This design comes from an exercise in tuning for small area on the open sky130 flow, not from production work.
In this exercise RTL edits were held to simulation tests only and were not proved equivalent to the original.
Power figures rest on the tool's default switching activity, not on a simulated workload.

Design int_regfile_mp, start of the top module:
module int_regfile_mp #(
    parameter int XLEN  = int_rf_pkg::XLEN_DEF,
    parameter int NREGS = 32,
    parameter int NRD   = 2,
    parameter int NWR   = 2,
    localparam int AW   = $clog2(NREGS)
) (
    input  logic                clk_i,
    input  logic                rsn_i,
    input  logic [NRD*AW-1:0]   rd_addr_i,
    output logic [NRD*XLEN-1:0] rd_data_o,
    input  logic [NWR-1:0]      wr_en_i,
    input  logic [NWR*AW-1:0]   wr_addr_i,
    input  logic [NWR*XLEN-1:0] wr_data_i,
    input  logic                busy_set_i,
    input  logic [AW-1:0]       busy_addr_i,
    output logic [NREGS-1:0]    busy_o,
    input  logic                exc_en_i,
    input  logic [XLEN-1:0]     exc_pc_i,
    input  logic [XLEN-1:0]     exc_tval_i,
    input  logic [XLEN-1:0]     exc_cause_i,
    input  logic                mret_i,
    input  logic                priv_wr_en_i,
    input  logic [XLEN-1:0]     priv_wr_data_i,
    output logic [XLEN-1:0]     mepc_o,
    output logic [XLEN-1:0]     mtval_o,
    output logic [XLEN-1:0]     mcause_o,
    output logic [XLEN-1:0]     mpriv_o
);
Size: ~5300 cells after synthesis, ~1200 flip-flops, about 450 I/O pins, about 52000 um2 of cells after synthesis.
Settings: LEC_CHECK=0, CAP_MARGIN=20, CORE_MARGIN=2, CORE_UTILIZATION=30, PLACE_DENSITY=0.45, SETUP_SLACK_MARGIN=0.3, SLEW_MARGIN=20, SYNTH_HIERARCHICAL=1, SYNTH_MINIMUM_KEEP_SIZE=0; clock period 7.0 ns.
standard.sh (not shown) runs the stock make flow with config.mk's settings and CLKGATE_MAP_FILE= SYNTH_SCRIPT=/design/flow/synth_recipe.tcl, a recipe that flattens the netlist after the stock synthesis.
==> flow/flow/run.sh <==
#!/bin/bash
# Own layout flow: the standard ORFS flow (standard.sh), with
#  - the I/O ports buffered by buf_1 instead of the default buffer,
#  - clock tree synthesis without dummy loads, with clkbuf_8 and small sink
#    clusters of up to 14 flip-flops.
# Each stage's make output goes to its own log file in the work folder.
set -euo pipefail
export BUFFER_PORTS_ARGS="-buffer_cell sky130_fd_sc_hd__buf_1"
export CTS_ARGS="-sink_clustering_enable -repair_clock_nets -dont_use_dummy_load -buf_list sky130_fd_sc_hd__clkbuf_8 -sink_clustering_size 14 -sink_clustering_max_diameter 65"
for step in synth floorplan place cts grt route finish; do
    bash standard.sh "$step" > "flow_${step}.log" 2>&1
done
The starting point went through all stages and came out clean.
Change:
==> flow/flow/run.sh (replaced) <==
#!/bin/bash
# Own layout flow: the standard ORFS flow (standard.sh), with
#  - the I/O ports buffered by buf_1 instead of the default buffer,
#  - clock tree synthesis without dummy loads, with clkbuf_8 and small sink
#    clusters of up to 16 flip-flops.
# Each stage's make output goes to its own log file in the work folder.
set -euo pipefail
export BUFFER_PORTS_ARGS="-buffer_cell sky130_fd_sc_hd__buf_1"
export CTS_ARGS="-sink_clustering_enable -repair_clock_nets -dont_use_dummy_load -buf_list sky130_fd_sc_hd__clkbuf_8 -sink_clustering_size 16 -sink_clustering_max_diameter 70"
for step in synth floorplan place cts grt route finish; do
    bash standard.sh "$step" > "flow_${step}.log" 2>&1
done
Settings changed: SETUP_SLACK_MARGIN 0.3 to 0.4.
The new run produced a clean layout.
Routed wire length stays flat.
Power is lower by about 0.7%.
Hold slack hardly moves.
Clock skew goes up by 0.0052 ns.
Non-clock buffer count rises by 1.
Worst setup slack is better by 0.085 ns.
Via count is about the same.
Change:
==> flow/flow/run.sh (replaced) <==
#!/bin/bash
# Own layout flow: the standard ORFS flow (standard.sh), with
#  - the I/O ports buffered by buf_1 instead of the default buffer,
#  - clock tree synthesis without dummy loads, with clkbuf_8 and small sink
#    clusters of up to 12 flip-flops.
# Each stage's make output goes to its own log file in the work folder.
set -euo pipefail
export BUFFER_PORTS_ARGS="-buffer_cell sky130_fd_sc_hd__buf_1"
export CTS_ARGS="-sink_clustering_enable -repair_clock_nets -dont_use_dummy_load -buf_list sky130_fd_sc_hd__clkbuf_8 -sink_clustering_size 12 -sink_clustering_max_diameter 60"
for step in synth floorplan place cts grt route finish; do
    bash standard.sh "$step" > "flow_${step}.log" 2>&1
done
Design area is higher slightly.
Via count hardly moves.
Global-route usage goes up by 0.19 points.
Sequential share of layout area is lower by 0.25 points.
Routed wire length goes up slightly.
Utilization rose by 0.22 points.
Clock power came out higher by roughly a tenth.
Worst setup slack gains 0.047 ns.
Final cell count goes up slightly.
Sequential power is about the same.

[afterwards: timing with drivers on the ports]
No port has a modelled driver above. Below, the same layouts with a new extraction and two added sets of constraints. Step 1 assumes that a clkbuf_16 drives the clock port and a buf_2 every other input. Step 2 moves the port delays by t, midway between the first and last clock arrival at a register: inputs arrive t later, outputs are due t later. That takes back most of the time a late clock gives input paths. Slacks: no drivers / after step 1 / after step 2; pairs: no drivers / after step 1.
run | t, ns | slack for setup (ns) | worst hold slack (ns) | clock arrival spread, ns | slew at the worst register clock pin (ns)
the first run | 0.960 | 0.397 / 0.369 / 0.369 | 0.500 / 0.500 / 0.500 | 0.141 / 0.142 | 0.10 / 0.10
the second run | 0.964 | 0.483 / 0.458 / 0.458 | 0.501 / 0.501 / 0.501 | 0.122 / 0.122 | 0.12 / 0.12
the third run | 1.010 | 0.529 / 0.508 / 0.508 | 0.485 / 0.485 / 0.485 | 0.118 / 0.119 | 0.10 / 0.10
After both steps setup and hold are still met in every run listed. The setup slack of the first run, which loses most, moves by -0.028 ns with the drivers and by -0.028 ns with both steps.
